This is an optimization exercise on Yosys and OpenROAD, whose aim is small area, a short achievable clock period and few clock cycles per item, not a production implementation.
At most, simulation tests tie the RTL to the original design; equivalence was not proved.
Only the layout flow was run in runs 2 and 3; the RTL was not checked for function there.

==> flow/design.v (outline; a module is shown in full before it is edited, if it fits) <==
// module mult_feeder: 36 lines
// module mult_tree: 1317 lines
// module mult_drain: 25 lines
// module mult_top: 43 lines
module mult_top #(
    parameter int OUT_DEPTH   = 4,
    parameter int OUT_CREDITS = 2
) (
    input  logic            clk,
    input  logic            arst_n,
    input  logic            op_valid,
    input  logic [63:0]     op,
    output logic            op_ready,
    output logic            res_valid,
    output logic [63:0]     res,
    input  logic            res_credit
);
  // ...
==> flow/flow/run.sh <==
#!/bin/bash
# The standard layout, with two changes to how the netlist is buffered:
# the buffers that synthesis (abc) put in are taken out at floorplan, so the
# placer's repair builds the fanout trees, and the port buffers are buf_4
# cells rather than the delay cells buffer_ports picks by default. Every port
# still gets its own buffer. The full make output goes to standard.log; each
# ORFS step also keeps its own log under orfs/logs.
set -euo pipefail
export REMOVE_ABC_BUFFERS=1
export BUFFER_PORTS_ARGS="-buffer_cell sky130_fd_sc_hd__buf_4"
bash standard.sh finish > standard.log 2>&1
==> flow/standard.sh <==
#!/bin/bash
# synth_recipe.tcl (not shown) runs the flow's synth.tcl, then flattens the netlist and writes it again
# the make line also repeats each setting of config.mk as NAME=value (left out here)
make -C /OpenROAD-flow-scripts/flow DESIGN_CONFIG=/design/flow/config.mk WORK_HOME=/design/flow/orfs CLKGATE_MAP_FILE= SYNTH_SCRIPT=/design/flow/synth_recipe.tcl "${@:-finish}"
==> flow/config.mk <==
export PLATFORM = sky130hd
export DESIGN_NAME = mult_top
export DESIGN_NICKNAME = mult_top
export VERILOG_FILES = /design/flow/design.v
export SDC_FILE = /design/flow/constraint.sdc
export NUM_CORES = 4
export LEC_CHECK = 0
export ABC_AREA = 1
export CAP_MARGIN = 20
export CORE_MARGIN = 2
export CORE_UTILIZATION = 55
export GPL_TIMING_DRIVEN = 0
export SETUP_SLACK_MARGIN = 0.2
export SLEW_MARGIN = 20
==> flow/constraint.sdc <==
create_clock -name core_clock -period 4.0 [get_ports {clk}]
set_input_delay 0.8000 -clock core_clock [delete_from_list [all_inputs] [get_ports {clk}]]
set_output_delay 0.8000 -clock core_clock [all_outputs]
set_load 0.01 [all_outputs]
==> flow_summary.toml, run 1 <==
[clocking]
cts_resized = 32
clk_transition_reported_paths_ps = 60

[critical_path]
start_kind = "input pin"
cp.required_ps = 4420
critPathCaptureType = "register"
crit_top_cell = "fa_1"
critPathMaxFanout = 21
crit_type = "input pin to register"

[drt]
wl_met3_mm = 13.40
top_layer_used = "met4"
firstDrtPassIters = 6

[final_layout]
reg.largest.list = "u_drain.rows: 233 flops, u_drain.res: 64 flops, u_feeder.credits: 2 flops"
final_util_pct = 62.48
signal_buffers = 229
ff_latch_area_mm2 = 0.006691

[synth]
synth_top_family_by_area = "adder cells"
syn_avg_cell_area_um2 = 8.297
netlist_top_cells_area = "fa_1, xor2_1, dfxtp_1"
post-synth-top-count-cell = "inv_1"

[sta]
finalCritPeriodShare_pct = 94.22
max_slew_margin_pct = 44.22
worst_slack_ps = 231.3

[run_status]
outcome = "timing/DRC/antenna clean"

[global_routing]
gr-usage-met2_pct = 56.82
grt_pass1_wl_mm = 174.0

[place]
place_hpwl_mm = 83.28
place_area_mm2 = 0.03594
Testbench counts, summed over its fixed seeds: cycles 3,216, items 3,200.
==> module mult_top, before the edit <==
module mult_top #(
    parameter int OUT_DEPTH   = 4,
    parameter int OUT_CREDITS = 2
) (
    input  logic            clk,
    input  logic            arst_n,
    input  logic            op_valid,
    input  logic [63:0]     op,
    output logic            op_ready,
    output logic            res_valid,
    output logic [63:0]     res,
    input  logic            res_credit
);
    logic        rows_valid;
    logic        res_load;
    localparam int ROWS = 4;
    logic [ROWS*64-1:0] rows_d;
    mult_feeder #(
        .OUT_CREDITS (OUT_CREDITS)
    ) u_feeder (
        .clk        (clk),
        .arst_n     (arst_n),
        .op_valid   (op_valid),
        .op_ready   (op_ready),
        .rows_valid (rows_valid),
        .res_load   (res_load),
        .res_valid  (res_valid),
        .res_credit (res_credit)
    );
    mult_tree u_tree (
        .a (op[63:32]),
        .b (op[31:0]),
        .rows (rows_d)
    );
    mult_drain #(
        .ROWS (ROWS)
    ) u_drain (
        .clk      (clk),
        .rows_d   (rows_d),
        .res_load (res_load),
        .res      (res)
    );
endmodule
==> inputs of run 2 (changes only) <==
--- a/flow/design.v
+++ b/flow/design.v
@@ -39,17 +39,17 @@
             rows_valid <= accept;
         end
     end
 endmodule
 `timescale 1ns/1ps
 module mult_tree (
     input  logic [31:0] a,
     input  logic [31:0] b,
-    output logic [4*64-1:0] rows
+    output logic [3*64-1:0] rows
 );
     wire one0 = b[0] ^ 1'b0;
     wire two0 = (b[1] & ~b[0] & ~1'b0) | (~b[1] & b[0] & 1'b0);
     wire neg0 = b[1];
     wire pp0_0 = (one0 & a[0]) ^ neg0;
     wire pp0_1 = ((one0 & a[1]) | (two0 & a[0])) ^ neg0;
     wire pp0_2 = ((one0 & a[2]) | (two0 & a[1])) ^ neg0;
     wire pp0_3 = ((one0 & a[3]) | (two0 & a[2])) ^ neg0;
@@ -1348,20 +1348,131 @@
     wire s723 = ~(pp12_31 ^ pp13_29);
     wire c724 = pp12_31 | pp13_29;
     wire s725 = pp14_27 ^ pp15_25;
     wire c726 = pp14_27 & pp15_25;
     wire s727 = pp12_32 ^ pp13_30 ^ pp14_28;
     wire c728 = (pp12_32 & pp13_30) | (pp12_32 & pp14_28) | (pp13_30 & pp14_28);
     wire s729 = ~pp13_31;
     wire c730 = pp13_31;
-    assign rows[63:0] = {1'b1, pp15_32, 1'b1, pp14_32, 1'b1, c730, c728, c724, c720, c716, c712, c708, c704, c700, c696, c692, c688, c684, c680, c676, c672, c668, c664, c660, c656, c652, c648, c644, c640, c636, c632, c628, c624, c620, c616, c612, c608, c604, c600, c596, c592, c588, c584, c580, c576, c572, c568, c564, c560, c556, c552, c548, c544, c540, c536, c534, c532, s531, pp0_5, neg2, pp0_3, neg1, pp0_1, neg0};
-    assign rows[127:64] = {1'b0, 1'b0, pp15_31, pp15_30, pp14_31, pp13_32, s729, c726, c722, c718, c714, c710, c706, c702, c698, c694, c690, c686, c682, c678, c674, c670, c666, c662, c658, c654, c650, c646, c642, c638, c634, c630, c626, c622, c618, c614, c610, c606, c602, c598, c594, c590, c586, c582, c578, c574, c570, c566, c562, c558, c554, c550, c546, c542, c538, s535, s533, pp1_4, pp1_3, pp0_4, pp1_1, pp0_2, 1'b0, pp0_0};
-    assign rows[191:128] = {1'b0, 1'b0, 1'b0, 1'b0, pp15_29, pp14_30, pp14_29, s727, s723, s719, s715, s711, s707, s703, s699, s695, s691, s687, s683, s679, s675, s671, s667, s663, s659, s655, s651, s647, s643, s639, s635, s631, s627, s623, s619, s615, s611, s607, s603, s599, s595, s591, s587, s583, s579, s575, s571, s567, s563, s559, s555, s551, s547, s543, s539, s537, pp2_3, pp2_2, pp2_1, pp1_2, 1'b0, pp1_0, 1'b0, 1'b0};
-    assign rows[255:192] = {1'b0, 1'b0, 1'b0, 1'b0, 1'b0, pp15_28, pp15_27, pp15_26, s725, s721, s717, s713, s709, s705, s701, s697, s693, s689, s685, s681, s677, s673, s669, s665, s661, s657, s653, s649, s645, s641, s637, s633, s629, s625, s621, s617, s613, s609, s605, s601, s597, s593, s589, s585, s581, s577, s573, s569, s565, s561, s557, s553, s549, s545, s541, pp4_0, pp3_1, pp3_0, 1'b0, pp2_0, 1'b0, 1'b0, 1'b0, 1'b0};
+    wire s731 = neg2 ^ pp0_4;
+    wire c732 = neg2 & pp0_4;
+    wire s733 = pp0_5 ^ pp1_3;
+    wire c734 = pp0_5 & pp1_3;
+    wire s735 = pp1_4 ^ pp2_2 ^ pp3_0;
+    wire c736 = (pp1_4 & pp2_2) | (pp1_4 & pp3_0) | (pp2_2 & pp3_0);
+    wire s737 = pp2_3 ^ pp3_1 ^ c532;
+    wire c738 = (pp2_3 & pp3_1) | (pp2_3 & c532) | (pp3_1 & c532);
+    wire s739 = pp4_0 ^ c534 ^ s537;
+    wire c740 = (pp4_0 & c534) | (pp4_0 & s537) | (c534 & s537);
+    wire s741 = c538 ^ s541 ^ c536;
+    wire c742 = (c538 & s541) | (c538 & c536) | (s541 & c536);
+    wire s743 = c542 ^ c540 ^ s543;
+    wire c744 = (c542 & c540) | (c542 & s543) | (c540 & s543);
+    wire s745 = c544 ^ s547 ^ c546;
+    wire c746 = (c544 & s547) | (c544 & c546) | (s547 & c546);
+    wire s747 = c548 ^ s551 ^ c550;
+    wire c748 = (c548 & s551) | (c548 & c550) | (s551 & c550);
+    wire s749 = c552 ^ s555 ^ c554;
+    wire c750 = (c552 & s555) | (c552 & c554) | (s555 & c554);
+    wire s751 = c556 ^ s559 ^ c558;
+    wire c752 = (c556 & s559) | (c556 & c558) | (s559 & c558);
+    wire s753 = c560 ^ c562 ^ s563;
+    wire c754 = (c560 & c562) | (c560 & s563) | (c562 & s563);
+    wire s755 = c564 ^ c566 ^ s567;
+    wire c756 = (c564 & c566) | (c564 & s567) | (c566 & s567);
+    wire s757 = c568 ^ s571 ^ c570;
+    wire c758 = (c568 & s571) | (c568 & c570) | (s571 & c570);
+    wire s759 = c572 ^ s575 ^ c574;
+    wire c760 = (c572 & s575) | (c572 & c574) | (s575 & c574);
+    wire s761 = c576 ^ s579 ^ c578;
+    wire c762 = (c576 & s579) | (c576 & c578) | (s579 & c578);
+    wire s763 = c580 ^ s583 ^ c582;
+    wire c764 = (c580 & s583) | (c580 & c582) | (s583 & c582);
+    wire s765 = c584 ^ s587 ^ c586;
+    wire c766 = (c584 & s587) | (c584 & c586) | (s587 & c586);
+    wire s767 = c588 ^ s591 ^ c590;
+    wire c768 = (c588 & s591) | (c588 & c590) | (s591 & c590);
+    wire s769 = c592 ^ s595 ^ c594;
+    wire c770 = (c592 & s595) | (c592 & c594) | (s595 & c594);
+    wire s771 = c596 ^ c598 ^ s599;
+    wire c772 = (c596 & c598) | (c596 & s599) | (c598 & s599);
+    wire s773 = c600 ^ c602 ^ s603;
+    wire c774 = (c600 & c602) | (c600 & s603) | (c602 & s603);
+    wire s775 = c604 ^ s607 ^ c606;
+    wire c776 = (c604 & s607) | (c604 & c606) | (s607 & c606);
+    wire s777 = c608 ^ s611 ^ c610;
+    wire c778 = (c608 & s611) | (c608 & c610) | (s611 & c610);
+    wire s779 = c612 ^ s615 ^ c614;
+    wire c780 = (c612 & s615) | (c612 & c614) | (s615 & c614);
+    wire s781 = c616 ^ s619 ^ c618;
+    wire c782 = (c616 & s619) | (c616 & c618) | (s619 & c618);
+    wire s783 = c620 ^ s623 ^ c622;
+    wire c784 = (c620 & s623) | (c620 & c622) | (s623 & c622);
+    wire s785 = c624 ^ s627 ^ c626;
+    wire c786 = (c624 & s627) | (c624 & c626) | (s627 & c626);
+    wire s787 = c628 ^ s631 ^ c630;
+    wire c788 = (c628 & s631) | (c628 & c630) | (s631 & c630);
+    wire s789 = c632 ^ s635 ^ c634;
+    wire c790 = (c632 & s635) | (c632 & c634) | (s635 & c634);
+    wire s791 = c636 ^ s639 ^ c638;
+    wire c792 = (c636 & s639) | (c636 & c638) | (s639 & c638);
+    wire s793 = c640 ^ s643 ^ c642;
+    wire c794 = (c640 & s643) | (c640 & c642) | (s643 & c642);
+    wire s795 = c644 ^ s647 ^ c646;
+    wire c796 = (c644 & s647) | (c644 & c646) | (s647 & c646);
+    wire s797 = s651 ^ c648 ^ c650;
+    wire c798 = (s651 & c648) | (s651 & c650) | (c648 & c650);
+    wire s799 = c652 ^ s655 ^ c654;
+    wire c800 = (c652 & s655) | (c652 & c654) | (s655 & c654);
+    wire s801 = c656 ^ s659 ^ c658;
+    wire c802 = (c656 & s659) | (c656 & c658) | (s659 & c658);
+    wire s803 = c660 ^ s663 ^ s665;
+    wire c804 = (c660 & s663) | (c660 & s665) | (s663 & s665);
+    wire s805 = c664 ^ c666 ^ s667;
+    wire c806 = (c664 & c666) | (c664 & s667) | (c666 & s667);
+    wire s807 = c668 ^ s671 ^ c670;
+    wire c808 = (c668 & s671) | (c668 & c670) | (s671 & c670);
+    wire s809 = c672 ^ s675 ^ c674;
+    wire c810 = (c672 & s675) | (c672 & c674) | (s675 & c674);
+    wire s811 = c676 ^ s679 ^ c678;
+    wire c812 = (c676 & s679) | (c676 & c678) | (s679 & c678);
+    wire s813 = c680 ^ s683 ^ c682;
+    wire c814 = (c680 & s683) | (c680 & c682) | (s683 & c682);
+    wire s815 = c684 ^ s687 ^ c686;
+    wire c816 = (c684 & s687) | (c684 & c686) | (s687 & c686);
+    wire s817 = c688 ^ s691 ^ c690;
+    wire c818 = (c688 & s691) | (c688 & c690) | (s691 & c690);
+    wire s819 = c692 ^ s695 ^ c694;
+    wire c820 = (c692 & s695) | (c692 & c694) | (s695 & c694);
+    wire s821 = c696 ^ s699 ^ s701;
+    wire c822 = (c696 & s699) | (c696 & s701) | (s699 & s701);
+    wire s823 = s703 ^ c700 ^ c702;
+    wire c824 = (s703 & c700) | (s703 & c702) | (c700 & c702);
+    wire s825 = c704 ^ s707 ^ c706;
+    wire c826 = (c704 & s707) | (c704 & c706) | (s707 & c706);
+    wire s827 = s711 ^ c708 ^ c710;
+    wire c828 = (s711 & c708) | (s711 & c710) | (c708 & c710);
+    wire s829 = c712 ^ s715 ^ c714;
+    wire c830 = (c712 & s715) | (c712 & c714) | (s715 & c714);
+    wire s831 = c716 ^ s719 ^ s721;
+    wire c832 = (c716 & s719) | (c716 & s721) | (s719 & s721);
+    wire s833 = s723 ^ s725 ^ c720;
+    wire c834 = (s723 & s725) | (s723 & c720) | (s725 & c720);
+    wire s835 = pp15_26 ^ c724 ^ c726;
+    wire c836 = (pp15_26 & c724) | (pp15_26 & c726) | (c724 & c726);
+    wire s837 = pp14_29 ^ pp15_27 ^ s729;
+    wire c838 = (pp14_29 & pp15_27) | (pp14_29 & s729) | (pp15_27 & s729);
+    wire s839 = c730 ^ pp13_32 ^ pp14_30;
+    wire c840 = (c730 & pp13_32) | (c730 & pp14_30) | (pp13_32 & pp14_30);
+    wire s841 = ~pp14_31;
+    wire c842 = pp14_31;
+    assign rows[63:0] = {1'b1, pp15_32, 1'b1, c842, c840, c838, c836, c834, c832, c830, c828, c826, c824, c822, c820, c818, c816, c814, c812, c810, c808, c806, c804, c802, c800, c798, c796, c794, c792, c790, c788, c786, c784, c782, c780, c778, c776, c774, c772, c770, c768, c766, c764, c762, c760, c758, c756, c754, c752, c750, c748, c746, c744, c742, c740, c738, c736, c734, c732, s731, pp0_3, neg1, pp0_1, neg0};
+    assign rows[127:64] = {1'b0, 1'b0, pp15_31, pp14_32, s841, s839, s837, s835, s833, s831, s829, s827, s825, s823, s821, s819, s817, s815, s813, s811, s809, s807, s805, s803, s801, s799, s797, s795, s793, s791, s789, s787, s785, s783, s781, s779, s777, s775, s773, s771, s769, s767, s765, s763, s761, s759, s757, s755, s753, s751, s749, s747, s745, s743, s741, s739, s737, s735, s733, pp1_2, pp1_1, pp0_2, 1'b0, pp0_0};
+    assign rows[191:128] = {1'b0, 1'b0, 1'b0, pp15_30, pp15_29, pp15_28, c728, s727, c722, c718, s717, s713, s709, s705, c698, s697, s693, s689, s685, s681, s677, s673, s669, c662, s661, s657, s653, s649, s645, s641, s637, s633, s629, s625, s621, s617, s613, s609, s605, s601, s597, s593, s589, s585, s581, s577, s573, s569, s565, s561, s557, s553, s549, s545, s539, s535, s533, s531, pp2_1, pp2_0, 1'b0, pp1_0, 1'b0, 1'b0};
 endmodule
 `timescale 1ns/1ps
 module mult_drain #(
     parameter int ROWS = 3
 ) (
     input  logic               clk,
     input  logic [ROWS*64-1:0] rows_d,
     input  logic               res_load,
@@ -1395,17 +1506,17 @@
     input  logic [63:0]     op,
     output logic            op_ready,
     output logic            res_valid,
     output logic [63:0]     res,
     input  logic            res_credit
 );
     logic        rows_valid;
     logic        res_load;
-    localparam int ROWS = 4;
+    localparam int ROWS = 3;
     logic [ROWS*64-1:0] rows_d;
     mult_feeder #(
         .OUT_CREDITS (OUT_CREDITS)
     ) u_feeder (
         .clk        (clk),
         .arst_n     (arst_n),
         .op_valid   (op_valid),
         .op_ready   (op_ready),
==> flow/run.sh (new file) <==
#!/bin/bash
# synth_recipe.tcl (not shown) runs the flow's synth.tcl, then flattens the netlist and writes it again
# the make line also repeats each setting of config.mk as NAME=value (left out here)
make -C /OpenROAD-flow-scripts/flow DESIGN_CONFIG=/design/flow/config.mk WORK_HOME=/design/flow/orfs CLKGATE_MAP_FILE= SYNTH_SCRIPT=/design/flow/synth_recipe.tcl finish
--- a/flow/config.mk
+++ b/flow/config.mk
@@ -5,10 +5,9 @@
 export SDC_FILE = /design/flow/constraint.sdc
 export NUM_CORES = 4
 export LEC_CHECK = 0
 export ABC_AREA = 1
 export CAP_MARGIN = 20
 export CORE_MARGIN = 2
 export CORE_UTILIZATION = 55
 export GPL_TIMING_DRIVEN = 0
-export SETUP_SLACK_MARGIN = 0.2
 export SLEW_MARGIN = 20
removed: flow/flow/run.sh
removed: flow/standard.sh
==> run 2 against run 1 <==
Net effect: now fails the layout checks on negative setup slack; area after synthesis shrank 5.2%; via count grew 9.1%; wire length grew 28%; critical path depth shrank 2; fmax shrank 7.4%; critical endpoint is now u_drain.rows[89]; highest routed layer is now met5; design area shrank 2.2%; cell count shrank 1.2%; largest cell class unchanged; non-clock buffer count grew 186.
==> flow_summary.toml, run 2 <==
[run_status]
outcome = "complete, but fails checks"
so_faults = "negative setup slack"

[sta]
max_slew_margin_pct = 20.58
period_needed_ps = 4071
max_slew.worst_pin.slew_ps = 1191
setup_viol = 12
skew_ps = 20.44
drv_slew = 0
finalHoldViolCount = 0
worst_slack_ps = -71.27
finalCritPeriodShare_pct = 101.8
fmax_mhz = 245.6
rsz0062_at_grt = "true"

[synth]
ys_top_cells_by_count = "inv_1, nand2_1, xor2_1"
post-synth-top-count-cell = "inv_1"
synth_mux_area_share_pct = 0
netlist_instances = 3814
synthAdderAreaFrac_pct = 31.46
syn_avg_cell_area_um2 = 8.309
synth-xor-area-share_pct = 15.04
synth_top_family_by_area = "adder cells"
netlist_top_cells_area = "fa_1, xor2_1, dfxtp_1"
synth-main-ff-cell = "dfxtp_1"
synth-simple-area-share_pct = 11.27
synth.yosys.warnings = 2
synth_edf_count = 64
seq_area_frac_synth_pct = 17.82
synth.cell_area_mm2 = 0.03169
synth_top_area_share_pct = 27.04
async_reset_ff_share_pct = 1.606
ys_ff_latch = 249
post-synth-top-area-cell = "fa_1"
synthDistinctLibCells = 42
synth_compound_area_share_pct = 11.67

[clocking]
clock_path_buffers = 3
clock_sinks = 249
cts_max_level = 1
numCtsBuffers = 29
clk_transition_reported_paths_ps = 60
cts_hold_buf = 0
clock_latency_ps = 600
cts_tree = "yes"
root_buffer = "clkbuf_16"

[place]
place_hpwl_mm = 112.2
port_buffers = 132
place_congestion = 1.122
place_area_mm2 = 0.03429
dp_slack_ps = -1648

[min_path]
hp-class = "input pin to async pin"

[drt]
drt_wl_total_mm = 147.4
routedWlPerCell_um = 30.75
post-route-drc-count = 0
viasPerCell = 6.366
initialDrtViolationCount = 4865
firstDrtPassIters = 9
drtAntennaViolNets = 0
vias = 30510

[final_layout]
reg.largest.list = "u_drain.rows: 181 flops, u_drain.res: 64 flops, u_feeder.credits: 2 flops"
layout_common_cells = "inv_1, nand2_1, xor2_1, o22ai_1, fa_1"
syn_to_final_growth_pct = 16.18
drive_gt1_share_pct = 13.08
multi_input_area_mm2 = 0.02254
finish.instance_area_mm2 = 0.03682
largest_reg_flops = 181
top_register = "u_drain.rows"
ff_latch_area_mm2 = 0.005650
final_common_cell = "inv_1"
nFillCells = 4682
nets = 4615

[floorplanning]
die_h_um = 244.0
initial_core_util_pct = 55.88
die_x_um = 244.0
num_io_pins = 134
die_area_mm2 = 0.05955
core_area_mm2 = 0.05671
rows = 87

[critical_path]
start_kind = "input pin"
cp.required_ps = 4470
critPathCaptureType = "register"
crit_arrival_ps = 4540
critPathMaxFanout = 10
crit_type = "input pin to register"

[global_routing]
grt_overflow_total = 0
grt_pass1_vias = 30680
grt_usage_pct = 48.72
grt_pass1_wl_mm = 206.8
antenna_found_initial = 10
grt_max_degree = 65

[run]
drv_cap = 0
run 2: changes by cell type in the layout (fill, tap and decap cells not counted), moves of 27 or more:
cell and delta:
buf_2 +58, buf_16 -43, clkdlybuf4s50_1 +103, clkbuf_4 +30, dfxtp_1 -52, inv_1 -152, buf_4 -79, buf_6 +61
clkbuf_2 +27
run 2: cell type report:
class / instances / area share, %
multi-input cells: 2547 / 61.22
flip-flops and latches: 249 / 15.35
inverters: 765 / 7.891
plain buffers: 253 / 6.025
repair buffers: 162 / 4.231
well taps: 756 / 2.569
clock buffers: 35 / 2.059
clock inverters: 19 / 0.6049
diodes: 7 / 0.04758
run 2: path summary, 6_finish.rpt:
| check | start | to | slack, ps | cells after the start |
|---|---|---|---|---|
| worst min register to register | u_drain.rows[64] | u_drain.res[0] | 530 | 1 |
| worst min-delay path | arst_n | u_feeder.credits[0] | 400 | 1 |
| min in group core_clock | op[3] | u_drain.rows[2] | 490 | 1 |
| max in group asynchronous | arst_n | u_feeder.credits[1] | 3360 | 1 |
| worst max-delay path | op[38] | u_drain.rows[89] | -70 | 11 |
| worst max register to register | u_drain.rows[21] | u_drain.res[60] | 960 | 11 |
run 2: metrics by stage:
step / utilization (%) / TNS [ps] / instances / hold slack, ps
after floorplan: - / -164.6 / 3814 / 495.9
after global placement: 60.39 / -120960 / 4702 / 505.7
after detailed placement: 60.45 / -122810 / 4703 / 511.3
after CTS: 63.85 / -75.03 / 4771 / 387.1
after global routing: 64.89 / -40.64 / 4787 / 394.5
final: 64.92 / -291.6 / 4793 / 398.8
run 2: routing by layer:
metal  up-vias  global-route usage (%)  wire, µm
met1     14560                   56.56     50320
met5         -                  0.8170       399
met4        20                   32.64     13050
met3       895                   24.07     23990
met2      2703                   70.77     59590
li1      12330                       -         -
run 2: logic make-up after synthesis:
logic type,after synthesis
buffers and inverters,1018
and+or+nand+nor,866
AOI/OAI and AO/OA,597
xor gates and xnor gates,544
adders and majority gates,540
DFF,249
run 2: repair_timing:
action / CTS / global route
pin swaps: 17 / 20
setup endpoints to repair: 98 / 37
cloned: 0 / 2
setup buffers: 14 / 13
resized for setup: 421 / 224
run 2: critical path, stage by stage:
cell and delay (ps):
clkdlybuf4s50_1 410, inv_1 320, clkbuf_4 470, o22ai_1 170, xor2_1 180, fa_1 500, inv_1 140, fa_1 590
inv_1 80, fa_1 410, fa_1 470
==> inputs of run 3 (changes only) <==
--- a/flow/config.mk
+++ b/flow/config.mk
@@ -10,4 +10,5 @@
 export CORE_MARGIN = 2
 export CORE_UTILIZATION = 55
 export GPL_TIMING_DRIVEN = 0
+export SETUP_SLACK_MARGIN = 0.2
 export SLEW_MARGIN = 20
==> run 3 against run 2 <==
Net effect: the run now finishes clean; die area is the same; global-route usage increased by 1.9 points; first-iteration DRC count rose by 7.1%; design area increased by 7.1%; critical endpoint is now u_drain.rows[93]; clock-buffer cell count is the same; utilization grew 4.6 points.
==> flow_summary.toml, run 3 <==
[critical_path]
cp_cell_sequence = "clkdlybuf4s18_2 -> inv_1 -> clkbuf_2 -> o22ai_1 -> xor2_1 -> fa_1 -> inv_1 -> fa_1 -> inv_1 -> fa_1 -> fa_2 -> fa_2"
cp_slowest_cell = "fa_1"
cp.buffers_inverters = 5
slowest_delay_ps = 520
cp.required_ps = 4520
cpLargestDelayFamily = "adder cells"
start_kind = "input pin"
critPathMaxFanout = 10
crit_type = "input pin to register"
crit_arrival_ps = 4400
critPathCaptureType = "register"

[synth]
synth.cell_area_mm2 = 0.03169
post-synth-top-area-cell = "fa_1"
syn_avg_cell_area_um2 = 8.309
synth_top_area_share_pct = 27.04
netlist_instances = 3814
synth_edf_count = 64
async_reset_ff_share_pct = 1.606
synth.yosys.warnings = 2
netlist_top_cells_area = "fa_1, xor2_1, dfxtp_1"
post-synth-top-count-cell = "inv_1"
ys_ff_latch = 249
synthDistinctLibCells = 42
seq_area_frac_synth_pct = 17.82
ys_top_cells_by_count = "inv_1, nand2_1, xor2_1"
synth-main-ff-cell = "dfxtp_1"

[global_routing]
antenna_found_initial = 13
grt_pass1_vias = 31270
grt_overflow_total = 0
grt_max_degree = 50
grt_pass1_wl_mm = 213.9
grt_usage_pct = 50.63

[clocking]
root_buffer = "clkbuf_16"
numCtsBuffers = 29
clock_sinks = 249
clock_path_buffers = 3
clk_transition_reported_paths_ps = 60
cts_tree = "yes"
cts_max_level = 1
clock_latency_ps = 600

[sta]
finalHoldViolCount = 0
finalCritPeriodShare_pct = 96.91
max_slew.worst_pin.slew_ps = 1002
period_needed_ps = 3876
hold-worst-slack_ps = 379.0
skew_ps = 29.50
rsz0062_at_grt = "true"
fmax_mhz = 258.0
max_slew_margin_pct = 33.22
drv_slew = 0
setup_viol = 0

[drt]
vias = 31620
drt_wl_total_mm = 154.4
firstDrtPassIters = 12
routedWlPerCell_um = 31.39
initialDrtViolationCount = 5209
drtAntennaViolNets = 0
post-route-drc-count = 0
viasPerCell = 6.427

[final_layout]
top_register = "u_drain.rows"
finish.instance_area_mm2 = 0.03944
drive_gt1_share_pct = 18.74
final_util_pct = 69.54
nets = 4743
reg.largest.list = "u_drain.rows: 181 flops, u_drain.res: 64 flops, u_feeder.credits: 2 flops"
final_common_cell = "inv_1"
largest_reg_flops = 181
syn_to_final_growth_pct = 24.45
layout_common_cells = "inv_1, nand2_1, xor2_1, o22ai_1, fa_1"

[floorplanning]
num_io_pins = 134
rows = 87
initial_core_util_pct = 55.88
die_h_um = 244.0
die_x_um = 244.0
core_area_mm2 = 0.05671
die_area_mm2 = 0.05955

[place]
port_buffers = 132
place_congestion = 1.164
place_area_mm2 = 0.03449
place_hpwl_mm = 112.7

[min_path]
hp-class = "input pin to register"

[run]
drv_cap = 0

[run_status]
outcome = "timing/DRC/antenna clean"
==> run 3: routing by layer <==
metal	global-route usage, %	vias up	routed length [µm]	share of wire [%]
li1	-	12600	-	-
met1	57.71	14870	51690	33
met2	71.23	3003	60070	39
met3	26.66	1124	25430	16
met4	37.50	21	16530	11
met5	6.699	-	701	0.45
==> run 3: repair_timing <==
item	4_1_cts	5_1_grt
setup endpoints to repair	113	37
cloned	3	2
gates resized for setup	725	218
pin swaps	56	59
setup buffers	111	42
hold buffers	0	0
endpoints found under the hold margin	0	0
==> run 3: cell type report <==
cell class	instances	area, µm²
clock inverters	18	209.0
flip-flops and latches	249	5650
well taps	756	945.9
fillers	4348	17280
inverters	765	2952
multi-input cells	2547	23250
diodes	6	15.01
plain buffers	252	2923
repair buffers	291	2666
clock buffers	35	820.8
==> run 3: metrics by stage <==
| stage | instances | setup WS [ps] | setup TNS, ps |
|---|---|---|---|
| final | 4919 | 123.5 | 0 |
| after global routing | 4914 | 112.4 | 0 |
| after global placement | 4702 | -1830 | -125100 |
| after detailed placement | 4703 | -1845 | -126420 |
| after CTS | 4869 | 180.4 | 0 |
| after floorplan | 3814 | -47.65 | -105.7 |
==> run 3: cell families (layout without fill, tap and decap cells) <==
kind of cell    count (synthesis)  in the layout  synth area share [%]
fa+ha+maj                     540            540                 31.46
simple gates                  866            866                 11.27
other cells                     0              6                     0
compound gates                597            597                 11.67
buf+inv                      1018           1361                 12.74
flops                         249            249                 17.82
xor+xnor                      544            544                 15.04
==> run 3: path summary, 6_finish.rpt <==
check                           slack (ps)  cells past startpoint             endpoint        startpoint
min in group asynchronous              420                      1  u_feeder.credits[0]            arst_n
worst min register to register         550                      1       u_drain.res[0]  u_drain.rows[64]
max in group asynchronous             3340                      1  u_feeder.credits[1]            arst_n
worst max register to register         990                     11      u_drain.res[59]  u_drain.rows[19]
worst min-delay path                   380                      1      u_drain.rows[0]             op[1]
worst max-delay path                   120                     12     u_drain.rows[93]             op[0]

what the ideal ports hide:
The flow's constraints put no driver on any port. The routed layouts listed below were extracted and timed again, unchanged, in two steps. Step 1 sets driving cells, clkbuf_16 on the clock port and buf_2 on the other inputs (assumed; they add their load-dependent delay and slew). Step 2, shift: input delay + t, output delay - t, t = (earliest + latest rising clock arrival at the registers) / 2. This alone moves slack from input paths to output paths. a / b / c = no drivers / after step 1 / after step 2; a / b = the first two.
run	t (ns)	setup slack, ns	slew at the worst register clock pin (ns)	worst slew at a driven data input, ns
run 1	0.627	0.231 / 0.252 / -0.374	0.07 / 0.07	0.09
run 2	0.657	-0.071 / -0.031 / -0.688	0.08 / 0.08	0.06
run 3	0.655	0.124 / 0.165 / -0.489	0.07 / 0.07	0.07
Met with ideal ports but missed after step 2: setup timing in run 1 and run 3. For run 2, which loses most, drivers alone change the setup slack by +0.040 ns; drivers and shift together by -0.617 ns.
